From an optimization exercise on the open Yosys and OpenROAD flow, aimed at small area, a short achievable clock period and few clock cycles per item; shortcuts taken in it are not production practice. Only simulation tests tie the RTL to the original design; equivalence was not proved.

==> 04-28: inputs <==
// equal_power_crossfade_gain
module equal_power_crossfade_gain (
  input  logic        clk,
  input  logic        rst_n,
  input  logic        in_valid,
  output logic        in_ready,
  input  logic        in_kind,
  input  logic [15:0] in_duration_frames,
  input  logic        in_has_out_track,
  input  logic        in_has_in_track,
  input  logic [16:0] in_out_start_level,
  input  logic [16:0] in_out_end_level,
  input  logic [16:0] in_in_start_level,
  input  logic [16:0] in_in_end_level,
  input  logic [16:0] in_out_clip_rate,
  input  logic [16:0] in_in_clip_rate,
  output logic        out_valid,
  input  logic        out_ready,
  output logic [7:0]  out_out_gain,
  output logic [7:0]  out_in_gain,
  output logic        out_out_valid,
  output logic        out_in_valid,
  output logic        out_stop_out,
  output logic        out_fade_done,
  output logic        out_fading,
  input  logic        cfg_valid,
  output logic        cfg_ready,
  input  logic [1:0]  cfg_index,
  input  logic [16:0] cfg_data
);
Settings: LEC_CHECK=0, CAP_MARGIN=20, CORE_MARGIN=2, CORE_UTILIZATION=40, SLEW_MARGIN=20, SYNTH_MEMORY_MAX_BITS=16384; clock period 12.0 ns.
run.sh (not shown) runs the stock make flow with config.mk's settings and CLKGATE_MAP_FILE= SYNTH_SCRIPT=/design/flow/synth_recipe.tcl, a recipe that flattens the netlist after the stock synthesis.
==> 09-25: changes against 04-28 <==
--- a/flow/design.v
+++ b/flow/design.v
@@ -51,17 +51,17 @@
     end else if (!s1[18]) begin
       dig = 2'd1; rem_nxt = s1[15:0];
     end else begin
       dig = 2'd0; rem_nxt = rem4[15:0];
     end
   end
-  logic [32:0] xo, xi;
-  assign xo = ({33{dig_r[1]}} & {{14{dlo_r[17]}}, dlo_r, 1'b0}) +
-              ({33{dig_r[0]}} & {{15{dlo_r[17]}}, dlo_r});
-  assign xi = ({33{dig_r[1]}} & {{14{dli_r[17]}}, dli_r, 1'b0}) +
-              ({33{dig_r[0]}} & {{15{dli_r[17]}}, dli_r});
+  logic [32:0] xo1, xo2, xi1, xi2;
+  assign xo2 = {33{dig_r[1]}} & {{14{dlo_r[17]}}, dlo_r, 1'b0};
+  assign xo1 = {33{dig_r[0]}} & {{15{dlo_r[17]}}, dlo_r};
+  assign xi2 = {33{dig_r[1]}} & {{14{dli_r[17]}}, dli_r, 1'b0};
+  assign xi1 = {33{dig_r[0]}} & {{15{dli_r[17]}}, dli_r};
   logic one;
   assign one = (len == 16'd1);
   always_ff @(posedge clk) begin
     if (!rst_n) begin
       cnt   <= '0;
       dig_v <= 1'b0;
@@ -87,14 +87,14 @@
       if (cnt >= 4'd2) begin
         rem   <= rem_nxt;
         quo   <= {quo[14:0], dig};
         dig_r <= dig;
       end
       if (dig_v) begin
-        acc_o <= {acc_o[30:0], 2'b00} + xo;
-        acc_i <= {acc_i[30:0], 2'b00} + xi;
+        acc_o <= {acc_o[30:0], 2'b00} + xo2 + xo1;
+        acc_i <= {acc_i[30:0], 2'b00} + xi2 + xi1;
       end
     end
   end
   assign len_q = len_r;
   assign dlo_q = dlo_r;
   assign dli_q = dli_r;
@@ -144,18 +144,16 @@
   always_ff @(posedge clk) begin
     if (take) o_d <= (cnt != 3'd0) ? mem[rd] : in_d;
     if (push) mem[wr] <= in_d;
   end
 endmodule
 module epcg_gain (
-  input  logic [35:0] x,
+  input  logic [16:0] v,
   output logic [7:0]  g
 );
-  logic [16:0] v;
   logic [24:0] s;
-  assign v = (x[35:16] > 20'd65536) ? 17'd65536 : x[32:16];
   assign s = {v, 8'd0} - {8'd0, v} + 25'd32768;
   assign g = s[23:16];
 endmodule
 module epcg_m1_tree (input wire [17:0] a, input wire [16:0] b, output wire [34:0] s, output wire [34:0] c);
   wire n1;
   wire n2;
@@ -3549,13 +3547,13 @@
   input  logic        cfg_valid,
   output logic        cfg_ready,
   input  logic [1:0]  cfg_index,
   input  logic [16:0] cfg_data
 );
   localparam int QD = 16;    
-  localparam int NO = 7;     
+  localparam int NO = 8;     
   logic [16:0] m_r, b_r;
   logic [17:0] mb_r;         
   logic [2:0]  cw_cnt;       
   logic        cw_hold, cw_kpass;
   assign cfg_ready = 1'b1;
   always_ff @(posedge clk) begin
@@ -3572,19 +3570,18 @@
       else if (cw_cnt != 3'd0) cw_cnt <= cw_cnt - 3'd1;
     end
   end
   assign cw_hold  = (cw_cnt >= 3'd2);
   assign cw_kpass = (cw_cnt == 3'd1);
   logic [QD-1:0] q_kind;
-  logic [3:0]    q_rd, q_wr;
   logic [4:0]    q_cnt;
   logic          in_ready_r;
   logic          acc, head_k, issue, iss_start, iss_tick;
   assign in_ready = in_ready_r;
   assign acc      = in_valid & in_ready_r;
-  assign head_k   = q_kind[q_rd];
+  assign head_k   = q_kind[0];
   logic        hold_v;
   logic [15:0] h_len;
   logic        h_ho, h_hi;
   logic [16:0] h_os, h_oe, h_is, h_ie, h_or, h_ir;
   logic        dset_v, dset_load;
   logic        d_ho, d_hi;
@@ -3629,98 +3626,92 @@
     .q0    (dv_q0),
     .r0    (dv_r0),
     .dqo   (dv_dqo),
     .dqi   (dv_dqi),
     .done  (dv_done)
   );
-  logic [2:0] ocnt;          
+  logic [3:0] ocnt;          
   logic       out_pop;
-  assign issue     = (q_cnt != 5'd0) && (ocnt != 3'(NO)) && !cw_hold && (!head_k || (dset_v && dv_done));
+  assign issue     = (q_cnt != 5'd0) && (ocnt != 4'(NO)) && !cw_hold && (!head_k || (dset_v && dv_done));
   assign iss_start = issue & head_k;
   assign iss_tick  = issue & ~head_k;
   assign dset_load = hold_v & (~dset_v | iss_start);
   logic       hold_v_nxt, dset_v_nxt;
   logic [4:0] q_cnt_nxt;
   assign hold_v_nxt = (acc & in_kind) | (hold_v & ~dset_load);
   assign dset_v_nxt = dset_load | (dset_v & ~iss_start);
   assign q_cnt_nxt  = q_cnt + 5'(acc) - 5'(issue);
   always_ff @(posedge clk) begin
     if (!rst_n) begin
-      q_rd       <= '0;
-      q_wr       <= '0;
       q_cnt      <= '0;
       hold_v     <= 1'b0;
       dset_v     <= 1'b0;
       ocnt       <= '0;
       in_ready_r <= 1'b1;
     end else begin
-      if (acc) q_wr <= q_wr + 4'd1;
-      if (issue) q_rd <= q_rd + 4'd1;
       q_cnt      <= q_cnt_nxt;
       hold_v     <= hold_v_nxt;
       dset_v     <= dset_v_nxt;
-      ocnt       <= ocnt + 3'(issue) - 3'(out_pop);
+      ocnt       <= ocnt + 4'(issue) - 4'(out_pop);
       in_ready_r <= (q_cnt_nxt != 5'(QD)) & ~(hold_v_nxt & dset_v_nxt);
     end
   end
   always_ff @(posedge clk) begin
-    if (acc) q_kind[q_wr] <= in_kind;
+    for (int i = 0; i < QD; i++) begin
+      if (acc && (5'(i) == q_cnt - 5'(issue)))
+        q_kind[i] <= in_kind;
+      else if (issue)
+        q_kind[i] <= (i == QD - 1) ? 1'b0 : q_kind[i + 1];
+    end
   end
   logic        act_r, fo_r, fi_r;
-  logic [15:0] len_r, r0_r, rr_r;
+  logic [15:0] r0_r;
+  logic [16:0] r0ml_r;               
+  logic [16:0] x_r;                  
   logic [16:0] q0_r, u_r;           
   logic [32:0] po_r, pi_r;          
   logic [17:0] dlo_r, dli_r;
   logic [32:0] dqo_r, dqi_r;
   logic [16:0] ro_r, ri_r;          
-  logic [16:0] rsum;
-  logic [17:0] rdif;
   logic        cy, done;
-  logic [16:0] u0, u1, u_new;
-  logic [32:0] po0, po1, pi0, pi1, po_new, pi_new;
-  assign rsum  = {1'b0, rr_r} + {1'b0, r0_r};
-  assign rdif  = {1'b0, rsum} - {2'b00, len_r};
-  assign cy    = ~rdif[17];
-  assign u0    = u_r + q0_r;
-  assign u1    = u_r + q0_r + 17'd1;
-  assign u_new = cy ? u1 : u0;
-  assign done  = u_new[16] & u_new[7];       
-  assign po0   = po_r + dqo_r;
-  assign po1   = po_r + dqo_r + {{15{dlo_r[17]}}, dlo_r};
-  assign pi0   = pi_r + dqi_r;
-  assign pi1   = pi_r + dqi_r + {{15{dli_r[17]}}, dli_r};
-  assign po_new = cy ? po1 : po0;
-  assign pi_new = cy ? pi1 : pi0;
+  logic [16:0] u_new, x_new;
+  logic [32:0] po_new, pi_new;
+  assign cy     = ~x_r[16];
+  assign x_new  = x_r + (cy ? r0ml_r : {1'b0, r0_r});
+  assign u_new  = u_r + q0_r + {16'd0, cy};
+  assign done   = u_new[16] & u_new[7];       
+  assign po_new = po_r + dqo_r + ({33{cy}} & {{15{dlo_r[17]}}, dlo_r});
+  assign pi_new = pi_r + dqi_r + ({33{cy}} & {{15{dli_r[17]}}, dli_r});
   always_ff @(posedge clk) begin
     if (!rst_n) begin
       act_r <= 1'b0;
     end else if (iss_start) begin
       act_r <= (dv_len != 16'd0);
     end else if (iss_tick & act_r & done) begin
       act_r <= 1'b0;
     end
   end
   always_ff @(posedge clk) begin
     if (iss_start) begin
-      len_r <= dv_len;
-      q0_r  <= dv_q0;
-      r0_r  <= dv_r0;
-      rr_r  <= '0;
-      u_r   <= 17'd128;
-      fo_r  <= d_ho;
-      fi_r  <= d_hi;
-      po_r  <= {d_os, 16'h8000};
-      pi_r  <= {d_is, 16'h8000};
-      dlo_r <= dv_dlo;
-      dli_r <= dv_dli;
-      dqo_r <= dv_dqo;
-      dqi_r <= dv_dqi;
-      ro_r  <= d_or;
-      ri_r  <= d_ir;
+      q0_r   <= dv_q0;
+      r0_r   <= dv_r0;
+      r0ml_r <= {1'b0, dv_r0} - {1'b0, dv_len};
+      x_r    <= {1'b0, dv_r0} - {1'b0, dv_len};
+      u_r    <= 17'd128;
+      fo_r   <= d_ho;
+      fi_r   <= d_hi;
+      po_r   <= {d_os, 16'h8000};
+      pi_r   <= {d_is, 16'h8000};
+      dlo_r  <= dv_dlo;
+      dli_r  <= dv_dli;
+      dqo_r  <= dv_dqo;
+      dqi_r  <= dv_dqi;
+      ro_r   <= d_or;
+      ri_r   <= d_ir;
     end else if (iss_tick & act_r) begin
-      rr_r <= cy ? rdif[15:0] : rsum[15:0];
+      x_r  <= x_new;
       u_r  <= u_new;
       po_r <= po_new;
       pi_r <= pi_new;
     end
   end
   logic        b_v, c_v, d_v, e_v, f_v;
@@ -3829,25 +3820,37 @@
     f_so <= m2o_s;
     f_co <= m2o_c;
     f_si <= m2i_s;
     f_ci <= m2i_c;
   end
   logic [35:0] p2o, p2i;
-  logic [7:0]  g_o, g_i, go_raw, gi_raw;
+  logic [16:0] g_vo, g_vi;
+  logic [4:0]  g_fl;
+  logic        g_v;
   assign p2o = f_so + f_co;
   assign p2i = f_si + f_ci;
-  epcg_gain u_go (.x(p2o), .g(go_raw));
-  epcg_gain u_gi (.x(p2i), .g(gi_raw));
-  assign g_o = f_fl[4] ? go_raw : 8'd0;
-  assign g_i = f_fl[3] ? gi_raw : 8'd0;
+  always_ff @(posedge clk) begin
+    if (!rst_n) g_v <= 1'b0;
+    else        g_v <= f_v;
+  end
+  always_ff @(posedge clk) begin
+    g_fl <= f_fl;
+    g_vo <= (p2o[35:16] > 20'd65536) ? 17'd65536 : p2o[32:16];
+    g_vi <= (p2i[35:16] > 20'd65536) ? 17'd65536 : p2i[32:16];
+  end
+  logic [7:0]  g_o, g_i, go_raw, gi_raw;
+  epcg_gain u_go (.v(g_vo), .g(go_raw));
+  epcg_gain u_gi (.v(g_vi), .g(gi_raw));
+  assign g_o = g_fl[4] ? go_raw : 8'd0;
+  assign g_i = g_fl[3] ? gi_raw : 8'd0;
   logic [20:0] o_d;
   epcg_outbuf #(.W(21), .D(NO - 1)) u_out (
     .clk       (clk),
     .rst_n     (rst_n),
-    .in_v      (f_v),
-    .in_d      ({g_o, g_i, f_fl}),
+    .in_v      (g_v),
+    .in_d      ({g_o, g_i, g_fl}),
     .out_ready (out_ready),
     .o_v       (out_valid),
     .o_d       (o_d),
     .pop       (out_pop)
   );
   assign out_out_gain  = o_d[20:13];
==> run notes <==
- Area after synthesis: 09-25 is smaller than 04-28 (1.5%).
- Of 09-25 and 04-28, 09-25 has the higher fmax (gap about 40%, measured against 04-28).
- Between 09-25 and 04-28, the lower sequential cell count is in 04-28 (gap 56).
- Against 04-28, the final cell count of 09-25 is smaller by about 4%.
==> figures <==
                                                                                             04-28           09-25
Run status                                                                          finished clean  finished clean
Fraction of final layout cells sized beyond drive strength 1                                4.966%          5.553%
Sequential area share after synthesis                                                       33.14%          35.08%
Number of flops mapped to enable cells by yosys                                                766             805
Clock input transition at the sequential cells of the worst setup and hold paths             70 ps           60 ps
M1 wire length                                                                            140.7 mm        139.2 mm
Largest driver fanout on the critical path                                                       6              25
Worst reg2reg path endpoint                                                       u_out.mem[5][12]        pi_r[31]
Post-Place Cells                                                                             14430           13800
Hold path startpoint                                                                       e_fl[1]         f_fl[2]
Testbench counts of 04-28, summed over its fixed seeds: cycles 6,835, items 5,760.
Testbench counts of 09-25, summed over its fixed seeds: cycles 6,883, items 5,760.


==> run a: inputs <==
equal_power_crossfade_gain, a different RTL version from the one above (not shown whole).
Settings: LEC_CHECK=0, CAP_MARGIN=20, CORE_MARGIN=2, CORE_UTILIZATION=40, SLEW_MARGIN=20, SYNTH_MEMORY_MAX_BITS=16384; clock period 12.0 ns.
==> inputs of run b, as changes to run a <==
--- a/flow/design.v
+++ b/flow/design.v
@@ -56,21 +56,25 @@
     end else begin
       dig = 2'd0; rem_nxt = rem4[15:0];
     end
   end
   logic [17:0] bo, bi;
   logic [20:0] lo_o, lo_i;
-  logic [12:0] up_o, up_i;
+  logic [12:0] up_o, up_i, hi_o, hi_i;
+  logic        pc_o, pc_i;
+  logic [16:0] dqp_o, dqp_i;     
   assign bo   = {~dlo_r[17], dlo_r[16:0]};
   assign bi   = {~dli_r[17], dli_r[16:0]};
   assign lo_o = {1'b0, acc_o[17:0], 2'b00} + {2'b00, {19{dig_r[1]}} & {bo, 1'b0}} +
                 {3'b000, {18{dig_r[0]}} & bo};
   assign lo_i = {1'b0, acc_i[17:0], 2'b00} + {2'b00, {19{dig_r[1]}} & {bi, 1'b0}} +
                 {3'b000, {18{dig_r[0]}} & bi};
-  assign up_o = lo_o[20] ? acc_o[30:18] + 13'd1 : acc_o[30:18];
-  assign up_i = lo_i[20] ? acc_i[30:18] + 13'd1 : acc_i[30:18];
+  assign hi_o = acc_o[32:20] + {12'd0, pc_o};
+  assign hi_i = acc_i[32:20] + {12'd0, pc_i};
+  assign up_o = {hi_o[10:0], acc_o[19:18]};
+  assign up_i = {hi_i[10:0], acc_i[19:18]};
   logic one;
   logic [2:0]  k1;
   logic [3:0]  d12;
   logic [1:0]  dig0;
   logic [15:0] rem0;
   assign one = (len == 16'd1);
@@ -113,12 +117,14 @@
       len3_r <= {2'b00, len} + {1'b0, len, 1'b0};
       dlo_r  <= dlo;
       dli_r  <= dli;
       rem    <= rem0;
       quo    <= {12'd0, one, d12};
       dig_r  <= dig0;
+      pc_o   <= 1'b0;
+      pc_i   <= 1'b0;
       acc_o  <= ({33{k1[2]}} & {13'd0, ~dlo[17], dlo[16:0], 2'b00}) |
                 ({33{k1[1]}} & {14'd0, ~dlo[17], dlo[16:0], 1'b0}) |
                 ({33{k1[0]}} & {15'd0, ~dlo[17], dlo[16:0]});
       acc_i  <= ({33{k1[2]}} & {13'd0, ~dli[17], dli[16:0], 2'b00}) |
                 ({33{k1[1]}} & {14'd0, ~dli[17], dli[16:0], 1'b0}) |
                 ({33{k1[0]}} & {15'd0, ~dli[17], dli[16:0]});
@@ -128,26 +134,32 @@
         quo   <= {quo[14:0], dig};
         dig_r <= dig;
       end
       if (dig_v) begin
         acc_o <= {up_o, lo_o[19:0]};
         acc_i <= {up_i, lo_i[19:0]};
+        pc_o  <= lo_o[20];
+        pc_i  <= lo_i[20];
+      end
+      if (cnt == 4'd1) begin
+        dqp_o <= {{15{dlo_r[17]}}, dlo_r[17:16]} - {quo[15:0], 1'b0};
+        dqp_i <= {{15{dli_r[17]}}, dli_r[17:16]} - {quo[15:0], 1'b0};
       end
     end
   end
   assign len_q = len_r;
   assign dlo_q = dlo_r;
   assign dli_q = dli_r;
   assign q0   = quo;
   assign r0   = rem;
   assign dqo_lo = acc_o[15:0];
   assign dqi_lo = acc_i[15:0];
-  assign dqo_hi = acc_o[32:16] - {quo[15:0], 1'b0};
-  assign dqi_hi = acc_i[32:16] - {quo[15:0], 1'b0};
-  assign dqo_hid = acc_o[32:16] + {{15{dlo_r[17]}}, dlo_r[17:16]} - {quo[15:0], 1'b0};
-  assign dqi_hid = acc_i[32:16] + {{15{dli_r[17]}}, dli_r[17:16]} - {quo[15:0], 1'b0};
+  assign dqo_hi = acc_o[32:16] - {quo[15:0], 1'b0} + {12'd0, pc_o, 4'd0};
+  assign dqi_hi = acc_i[32:16] - {quo[15:0], 1'b0} + {12'd0, pc_i, 4'd0};
+  assign dqo_hid = acc_o[32:16] + dqp_o + {12'd0, pc_o, 4'd0};
+  assign dqi_hid = acc_i[32:16] + dqp_i + {12'd0, pc_i, 4'd0};
   assign done = (cnt == 4'd0);
   assign done_nxt = ~load & (cnt <= 4'd1);
 endmodule
 module epcg_outbuf #(
   parameter int W = 21,
   parameter int D = 6
@@ -165,26 +177,26 @@
   logic [2:0]   rd, wr;
   logic [2:0]   cnt;           
   logic take, fetch;
   assign pop  = o_v & out_ready;
   assign take = ~o_v | pop;
   assign fetch  = take & ((cnt != 3'd0) | in_v);
-  function automatic logic [2:0] nxt(input logic [2:0] p);
-    nxt = (p == 3'(D - 1)) ? 3'd0 : p + 3'd1;
-  endfunction
+  logic [2:0] rd_n, wr_n;
+  assign rd_n = (rd == 3'(D - 1)) ? 3'd0 : rd + 3'd1;
+  assign wr_n = (wr == 3'(D - 1)) ? 3'd0 : wr + 3'd1;
   always_ff @(posedge clk) begin
     if (!rst_n) begin
       o_v <= 1'b0;
       rd  <= '0;
       wr  <= '0;
       cnt <= '0;
     end else begin
       if (take) o_v <= (cnt != 3'd0) | in_v;
-      if (fetch) rd <= nxt(rd);
-      if (in_v) wr <= nxt(wr);
-      cnt <= cnt + 3'(in_v) - 3'(fetch);
+      if (fetch) rd <= rd_n;
+      if (in_v) wr <= wr_n;
+      cnt <= fetch ? cnt + 3'(in_v) - 3'd1 : cnt + 3'(in_v);
     end
   end
   always_ff @(posedge clk) begin
     if (take) o_d <= (cnt != 3'd0) ? mem[rd] : in_d;
     if (in_v) mem[wr] <= in_d;
   end
@@ -3739,21 +3751,22 @@
   logic [16:0] uc_r;                
   logic [15:0] plo_r, pli_r;        
   logic [15:0] f0o_r, f0i_r;
   logic [16:0] f1o_r, f1i_r;
   logic [16:0] e0o_r, e0i_r, e1o_r, e1i_r;
   logic        cy, done;
+  logic        cyp_r, cyu_r;         
   logic [16:0] u_new, uc_new, x_new;
   logic [17:0] plo_new, pli_new;    
   assign cy      = ~x_r[16];
   assign x_new   = x_r + (cy ? r0ml_r : {1'b0, r0_r});
-  assign u_new   = u_r + q0_r + {16'd0, cy};
-  assign uc_new  = uc_r - q0_r - {16'd0, cy};
+  assign u_new   = u_r + q0_r + {16'd0, cyu_r};
+  assign uc_new  = uc_r - q0_r - {16'd0, cyu_r};
   assign done    = (n_r == 16'd1);
-  assign plo_new = {2'b00, plo_r} + {1'b0, cy ? f1o_r : {1'b0, f0o_r}};
-  assign pli_new = {2'b00, pli_r} + {1'b0, cy ? f1i_r : {1'b0, f0i_r}};
+  assign plo_new = {2'b00, plo_r} + {1'b0, cyp_r ? f1o_r : {1'b0, f0o_r}};
+  assign pli_new = {2'b00, pli_r} + {1'b0, cyp_r ? f1i_r : {1'b0, f0i_r}};
   always_ff @(posedge clk) begin
     if (!rst_n) begin
       act_r <= 1'b0;
     end else if (iss_start) begin
       act_r <= (dv_len != 16'd0);
     end else if (iss_tick & act_r & done) begin
@@ -3763,12 +3776,14 @@
   always_ff @(posedge clk) begin
     if (iss_start) begin
       q0_r   <= dv_q0;
       r0_r   <= dv_r0;
       r0ml_r <= {1'b0, dv_r0} - {1'b0, dv_len};
       x_r    <= {1'b0, dv_r0} - {1'b0, dv_len};
+      cyp_r  <= 1'b0;                   
+      cyu_r  <= 1'b0;
       u_r    <= 17'd128;
       uc_r   <= 17'd65663;
       n_r    <= dv_len;
       fo_r   <= d_ho;
       fi_r   <= d_hi;
       plo_r  <= 16'h8000;
@@ -3780,12 +3795,14 @@
       e0o_r  <= dv_dqo_hi;
       e0i_r  <= dv_dqi_hi;
       e1o_r  <= dv_dqo_hid;
       e1i_r  <= dv_dqi_hid;
     end else if (iss_tick & act_r) begin
       x_r   <= x_new;
+      cyp_r <= ~x_new[16];
+      cyu_r <= ~x_new[16];
       u_r   <= u_new;
       uc_r  <= uc_new;
       n_r   <= n_r - 16'd1;
       plo_r <= plo_new[15:0];
       pli_r <= pli_new[15:0];
     end
@@ -3822,13 +3839,13 @@
   assign tk_act = iss_tick & act_r;
   always_ff @(posedge clk) begin
     b_k   <= head_k;
     b_idx <= u_new[16:8];
     b_cidx <= uc_new[16:8];
     b_act <= tk_act;
-    b_c   <= cy;
+    b_c   <= cyp_r;
     b_coo <= plo_new[17:16];
     b_coi <= pli_new[17:16];
     b_fl  <= {tk_act & fo_r, tk_act & fi_r, tk_act & done & fo_r, tk_act & done,
               iss_start ? (dv_len != 16'd0) : (tk_act & ~done)};
   end
   logic [16:0] w_sin, w_cos;
==> inputs of run c, as changes to run a <==
--- a/flow/design.v
+++ b/flow/design.v
@@ -21,14 +21,12 @@
   output logic [16:0] q0,
   output logic [15:0] r0,
   output logic [15:0] dqo_lo,    
   output logic [16:0] dqo_hi,    
   output logic [15:0] dqi_lo,
   output logic [16:0] dqi_hi,
-  output logic [16:0] dqo_hid,   
-  output logic [16:0] dqi_hid,
   output logic        done,
   output logic        done_nxt    
 );
   logic [3:0]  cnt;
   logic [15:0] len_r;
   logic [17:0] len3_r;
@@ -66,65 +64,35 @@
                 {3'b000, {18{dig_r[0]}} & bo};
   assign lo_i = {1'b0, acc_i[17:0], 2'b00} + {2'b00, {19{dig_r[1]}} & {bi, 1'b0}} +
                 {3'b000, {18{dig_r[0]}} & bi};
   assign up_o = lo_o[20] ? acc_o[30:18] + 13'd1 : acc_o[30:18];
   assign up_i = lo_i[20] ? acc_i[30:18] + 13'd1 : acc_i[30:18];
   logic one;
-  logic [2:0]  k1;
-  logic [3:0]  d12;
-  logic [1:0]  dig0;
-  logic [15:0] rem0;
   assign one = (len == 16'd1);
-  always_comb begin
-    case (len)
-      16'd1: begin k1 = 3'd4; d12 = 4'd0; dig0 = 2'd0; rem0 = 16'd0; end
-      16'd2: begin k1 = 3'd2; d12 = 4'd8; dig0 = 2'd0; rem0 = 16'd0; end
-      16'd3: begin k1 = 3'd1; d12 = 4'd5; dig0 = 2'd1; rem0 = 16'd1; end
-      16'd4: begin k1 = 3'd1; d12 = 4'd4; dig0 = 2'd0; rem0 = 16'd0; end
-      16'd5: begin k1 = 3'd0; d12 = 4'd3; dig0 = 2'd3; rem0 = 16'd1; end
-      16'd6: begin k1 = 3'd0; d12 = 4'd2; dig0 = 2'd2; rem0 = 16'd4; end
-      16'd7: begin k1 = 3'd0; d12 = 4'd2; dig0 = 2'd2; rem0 = 16'd2; end
-      16'd8: begin k1 = 3'd0; d12 = 4'd2; dig0 = 2'd2; rem0 = 16'd0; end
-      16'd9: begin k1 = 3'd0; d12 = 4'd1; dig0 = 2'd1; rem0 = 16'd7; end
-      16'd10: begin k1 = 3'd0; d12 = 4'd1; dig0 = 2'd1; rem0 = 16'd6; end
-      16'd11: begin k1 = 3'd0; d12 = 4'd1; dig0 = 2'd1; rem0 = 16'd5; end
-      16'd12: begin k1 = 3'd0; d12 = 4'd1; dig0 = 2'd1; rem0 = 16'd4; end
-      16'd13: begin k1 = 3'd0; d12 = 4'd1; dig0 = 2'd1; rem0 = 16'd3; end
-      16'd14: begin k1 = 3'd0; d12 = 4'd1; dig0 = 2'd1; rem0 = 16'd2; end
-      16'd15: begin k1 = 3'd0; d12 = 4'd1; dig0 = 2'd1; rem0 = 16'd1; end
-      16'd16: begin k1 = 3'd0; d12 = 4'd1; dig0 = 2'd1; rem0 = 16'd0; end
-      default: begin k1 = 3'd0; d12 = 4'd0; dig0 = 2'd0; rem0 = 16'd16; end
-    endcase
-  end
   always_ff @(posedge clk) begin
     if (!rst_n) begin
       cnt   <= '0;
       dig_v <= 1'b0;
     end else if (load) begin
-      cnt   <= 4'd7;
-      dig_v <= 1'b1;
+      cnt   <= 4'd9;
+      dig_v <= 1'b0;
     end else if (cnt != 4'd0) begin
       cnt   <= cnt - 4'd1;
       dig_v <= (cnt >= 4'd2);
     end
   end
   always_ff @(posedge clk) begin
     if (load) begin
       len_r  <= len;
       len3_r <= {2'b00, len} + {1'b0, len, 1'b0};
       dlo_r  <= dlo;
       dli_r  <= dli;
-      rem    <= rem0;
-      quo    <= {12'd0, one, d12};
-      dig_r  <= dig0;
-      acc_o  <= ({33{k1[2]}} & {13'd0, ~dlo[17], dlo[16:0], 2'b00}) |
-                ({33{k1[1]}} & {14'd0, ~dlo[17], dlo[16:0], 1'b0}) |
-                ({33{k1[0]}} & {15'd0, ~dlo[17], dlo[16:0]});
-      acc_i  <= ({33{k1[2]}} & {13'd0, ~dli[17], dli[16:0], 2'b00}) |
-                ({33{k1[1]}} & {14'd0, ~dli[17], dli[16:0], 1'b0}) |
-                ({33{k1[0]}} & {15'd0, ~dli[17], dli[16:0]});
+      rem    <= one ? 16'd0 : 16'd1;
+      quo    <= {16'd0, one};
+      acc_o  <= one ? {15'd0, ~dlo[17], dlo[16:0]} : 33'd0;
+      acc_i  <= one ? {15'd0, ~dli[17], dli[16:0]} : 33'd0;
     end else begin
       if (cnt >= 4'd2) begin
         rem   <= rem_nxt;
         quo   <= {quo[14:0], dig};
         dig_r <= dig;
       end
@@ -140,14 +108,12 @@
   assign q0   = quo;
   assign r0   = rem;
   assign dqo_lo = acc_o[15:0];
   assign dqi_lo = acc_i[15:0];
   assign dqo_hi = acc_o[32:16] - {quo[15:0], 1'b0};
   assign dqi_hi = acc_i[32:16] - {quo[15:0], 1'b0};
-  assign dqo_hid = acc_o[32:16] + {{15{dlo_r[17]}}, dlo_r[17:16]} - {quo[15:0], 1'b0};
-  assign dqi_hid = acc_i[32:16] + {{15{dli_r[17]}}, dli_r[17:16]} - {quo[15:0], 1'b0};
   assign done = (cnt == 4'd0);
   assign done_nxt = ~load & (cnt <= 4'd1);
 endmodule
 module epcg_outbuf #(
   parameter int W = 21,
   parameter int D = 6
@@ -160,36 +126,37 @@
   output logic         o_v,
   output logic [W-1:0] o_d,
   output logic         pop
 );
   logic [W-1:0] mem [D];
   logic [2:0]   rd, wr;
-  logic [2:0]   cnt;           
-  logic take, fetch;
-  assign pop  = o_v & out_ready;
-  assign take = ~o_v | pop;
-  assign fetch  = take & ((cnt != 3'd0) | in_v);
+  logic [2:0]   cnt;
+  logic take, from_fifo, push;
+  assign pop       = o_v & out_ready;
+  assign take      = ~o_v | pop;
+  assign from_fifo = take & (cnt != 3'd0);
+  assign push      = in_v & ~(take & (cnt == 3'd0));
   function automatic logic [2:0] nxt(input logic [2:0] p);
     nxt = (p == 3'(D - 1)) ? 3'd0 : p + 3'd1;
   endfunction
   always_ff @(posedge clk) begin
     if (!rst_n) begin
       o_v <= 1'b0;
       rd  <= '0;
       wr  <= '0;
       cnt <= '0;
     end else begin
       if (take) o_v <= (cnt != 3'd0) | in_v;
-      if (fetch) rd <= nxt(rd);
-      if (in_v) wr <= nxt(wr);
-      cnt <= cnt + 3'(in_v) - 3'(fetch);
+      if (from_fifo) rd <= nxt(rd);
+      if (push) wr <= nxt(wr);
+      cnt <= cnt + 3'(push) - 3'(from_fifo);
     end
   end
   always_ff @(posedge clk) begin
     if (take) o_d <= (cnt != 3'd0) ? mem[rd] : in_d;
-    if (in_v) mem[wr] <= in_d;
+    if (push) mem[wr] <= in_d;
   end
 endmodule
 module epcg_gain (
   input  logic [16:0] v,
   output logic [7:0]  g
 );
@@ -3633,13 +3600,13 @@
   logic [16:0] ro_r, ri_r;          
   logic [15:0] dv_len;
   logic [17:0] dv_dlo, dv_dli;
   logic [16:0] dv_q0;
   logic [15:0] dv_r0;
   logic [15:0] dv_dqo_lo, dv_dqi_lo;
-  logic [16:0] dv_dqo_hi, dv_dqi_hi, dv_dqo_hid, dv_dqi_hid;
+  logic [16:0] dv_dqo_hi, dv_dqi_hi;
   logic        dv_done, dv_done_nxt;
   always_ff @(posedge clk) begin
     if (~hold_v | dset_load) begin
       h_len <= in_duration_frames;
       h_ho  <= in_has_out_track;
       h_hi  <= in_has_in_track;
@@ -3672,14 +3639,12 @@
     .q0    (dv_q0),
     .r0    (dv_r0),
     .dqo_lo (dv_dqo_lo),
     .dqo_hi (dv_dqo_hi),
     .dqi_lo (dv_dqi_lo),
     .dqi_hi (dv_dqi_hi),
-    .dqo_hid (dv_dqo_hid),
-    .dqi_hid (dv_dqi_hid),
     .done  (dv_done),
     .done_nxt (dv_done_nxt)
   );
   logic [3:0] ocnt;          
   logic       out_pop;
   logic q_ne_r, cr_r, cwh_r, so_r;
@@ -3690,20 +3655,13 @@
   logic       hold_v_nxt, dset_v_nxt;
   logic [4:0] q_cnt_nxt;
   assign hold_v_nxt = (acc & in_kind) | (hold_v & ~dset_load);
   assign dset_v_nxt = dset_load | (dset_v & ~iss_start);
   assign q_cnt_nxt  = q_cnt + 5'(acc) - 5'(issue);
   logic [3:0] ocnt_nxt;
-  logic [3:0] ocnt_i;
-  logic [4:0] q_cnt_i;
-  assign ocnt_i     = ocnt + 4'(issue);
-  assign ocnt_nxt   = out_pop ? ocnt_i - 4'd1 : ocnt_i;
-  assign q_cnt_i    = q_cnt - 5'(issue);
-  logic blk_k, blk_0;
-  assign blk_0 = hold_v & ~dset_load & dset_v_nxt;
-  assign blk_k = dset_v_nxt;
+  assign ocnt_nxt   = ocnt + 4'(issue) - 4'(out_pop);
   always_ff @(posedge clk) begin
     if (!rst_n) begin
       q_cnt      <= '0;
       hold_v     <= 1'b0;
       dset_v     <= 1'b0;
       ocnt       <= '0;
@@ -3713,17 +3671,16 @@
       in_ready_r <= 1'b1;
     end else begin
       q_cnt      <= q_cnt_nxt;
       hold_v     <= hold_v_nxt;
       dset_v     <= dset_v_nxt;
       ocnt       <= ocnt_nxt;
-      q_ne_r     <= acc | (q_cnt_i != 5'd0);
-      cr_r       <= out_pop | (ocnt_i != 4'(NO));
+      q_ne_r     <= (q_cnt_nxt != 5'd0);
+      cr_r       <= (ocnt_nxt != 4'(NO));
       so_r       <= dset_v_nxt & dv_done_nxt;
-      in_ready_r <= acc ? ~((q_cnt_i == 5'(QD - 1)) | blk_0 | (blk_k & in_kind))
-                        : ~((q_cnt_i == 5'(QD)) | blk_0);
+      in_ready_r <= (q_cnt_nxt != 5'(QD)) & ~(hold_v_nxt & dset_v_nxt);
     end
   end
   always_ff @(posedge clk) begin
     for (int i = 0; i < QD; i++) begin
       if (acc && (5'(i) == q_cnt - 5'(issue)))
         q_kind[i] <= in_kind;
@@ -3776,14 +3733,14 @@
       f0o_r  <= dv_dqo_lo;
       f0i_r  <= dv_dqi_lo;
       f1o_r  <= {1'b0, dv_dqo_lo} + {1'b0, dv_dlo[15:0]};
       f1i_r  <= {1'b0, dv_dqi_lo} + {1'b0, dv_dli[15:0]};
       e0o_r  <= dv_dqo_hi;
       e0i_r  <= dv_dqi_hi;
-      e1o_r  <= dv_dqo_hid;
-      e1i_r  <= dv_dqi_hid;
+      e1o_r  <= dv_dqo_hi + {{15{dv_dlo[17]}}, dv_dlo[17:16]};
+      e1i_r  <= dv_dqi_hi + {{15{dv_dli[17]}}, dv_dli[17:16]};
     end else if (iss_tick & act_r) begin
       x_r   <= x_new;
       u_r   <= u_new;
       uc_r  <= uc_new;
       n_r   <= n_r - 16'd1;
       plo_r <= plo_new[15:0];
--- a/flow/config.mk
+++ b/flow/config.mk
@@ -4,9 +4,9 @@
 export VERILOG_FILES = /design/flow/design.v
 export SDC_FILE = /design/flow/constraint.sdc
 export NUM_CORES = 4
 export LEC_CHECK = 0
 export CAP_MARGIN = 20
 export CORE_MARGIN = 2
-export CORE_UTILIZATION = 40
+export CORE_UTILIZATION = 60
 export SLEW_MARGIN = 20
 export SYNTH_MEMORY_MAX_BITS = 16384
==> qor summary <==
| item | run a | run b | run c |
|---|---|---|---|
| Number of fill cells in the layout | 25.9k | 26.3k | 14.5k |
| Average instance area after synthesis | 9.84 µm² | 9.89 µm² | 9.85 µm² |
| Wire length of the first global-routing pass | 477000 µm | 486000 µm | 466000 µm |
| Initial antenna violation count | 11 | 6 | 12 |
| Tot GR Track Use | 0.216 | 0.214 | 0.322 |
| Finished layout cell area | 122000 µm² | 124000 µm² | 118000 µm² |
| Post-route clock skew | 50.2 ps | 60.1 ps | 30.8 ps |
| Reg-to-reg startpoint | u_div.dig_r[0] | b_c | u_div.quo[0] |
| Register area share after synthesis | 0.340 | 0.343 | 0.343 |
| Synthesized net count | 13.2k | 13.4k | 13.0k |
| Cell count after synthesis | 11.2k | 11.4k | 11.1k |
| Iteration count of the initial detailed-routing pass | 5 | 6 | 6 |
| Inserted Diodes | 7 | 4 | 2 |
| Final critical delay including setup and external delays | 5370 ps | 4680 ps | 5090 ps |
| Post-Route M1 WL | 130000 µm | 134000 µm | 123000 µm |
| Post-Place Worst Slack | 6270 ps | 7290 ps | 6100 ps |
| Highest net fanout along the worst path | 40 | 34 | 22 |
| Starting density of the core | 0.403 | 0.403 | 0.603 |
| Startpoint type of the worst setup path | flip-flop | flip-flop | input port |
| Result of the run | finished clean | finished clean | finished clean |
| Clock network latency to the later pin of the worst-skew pair | 870 ps | 860 ps | 830 ps |
| Highest routed layer | met4 | met4 | met5 |
| Clock net sink count | 1467 | 1504 | 1460 |
| Beginning of the critical path | u_div.dig_r[0] | b_c | out_ready |
Testbench counts of run a, summed over its fixed seeds: cycles 6,714, items 5,760.
Testbench counts of run b, summed over its fixed seeds: cycles 6,714, items 5,760.
Testbench counts of run c, summed over its fixed seeds: cycles 6,903, items 5,760.

re-timing with driven ports:
How much do the figures lean on ideal ports? The routed layouts below were timed once more, with nothing changed but the port constraints.
Step 1 sets driving cells, clkbuf_16 on the clock port and buf_2 on the other inputs (assumed; they add their load-dependent delay and slew).
Step 2, shift: input delay + t, output delay - t, t = (earliest + latest rising clock arrival at the registers) / 2. This alone moves slack from input paths to output paths.
Slacks: ideal / step 1 / step 2; pairs: ideal / step 1.
run | shift t [ns] | setup slack, ns | clock arrival spread, ns | slew at the worst register clock pin (ns)
04-28 | 0.936 | 5.056 / 5.056 / 5.056 | 0.060 / 0.059 | 0.07 / 0.07
09-25 | 0.912 | 7.004 / 7.004 / 6.594 | 0.067 / 0.067 | 0.07 / 0.07
run a | 0.941 | 6.633 / 6.633 / 6.258 | 0.061 / 0.061 | 0.09 / 0.09
run b | 0.921 | 7.318 / 7.318 / 7.285 | 0.070 / 0.070 | 0.07 / 0.07
run c | 0.907 | 6.913 / 6.980 / 6.073 | 0.041 / 0.041 | 0.07 / 0.07
After both steps setup and hold are still met in every run listed. The setup slack of run c, which loses most, moves by +0.067 ns with the drivers and by -0.840 ns with both steps.
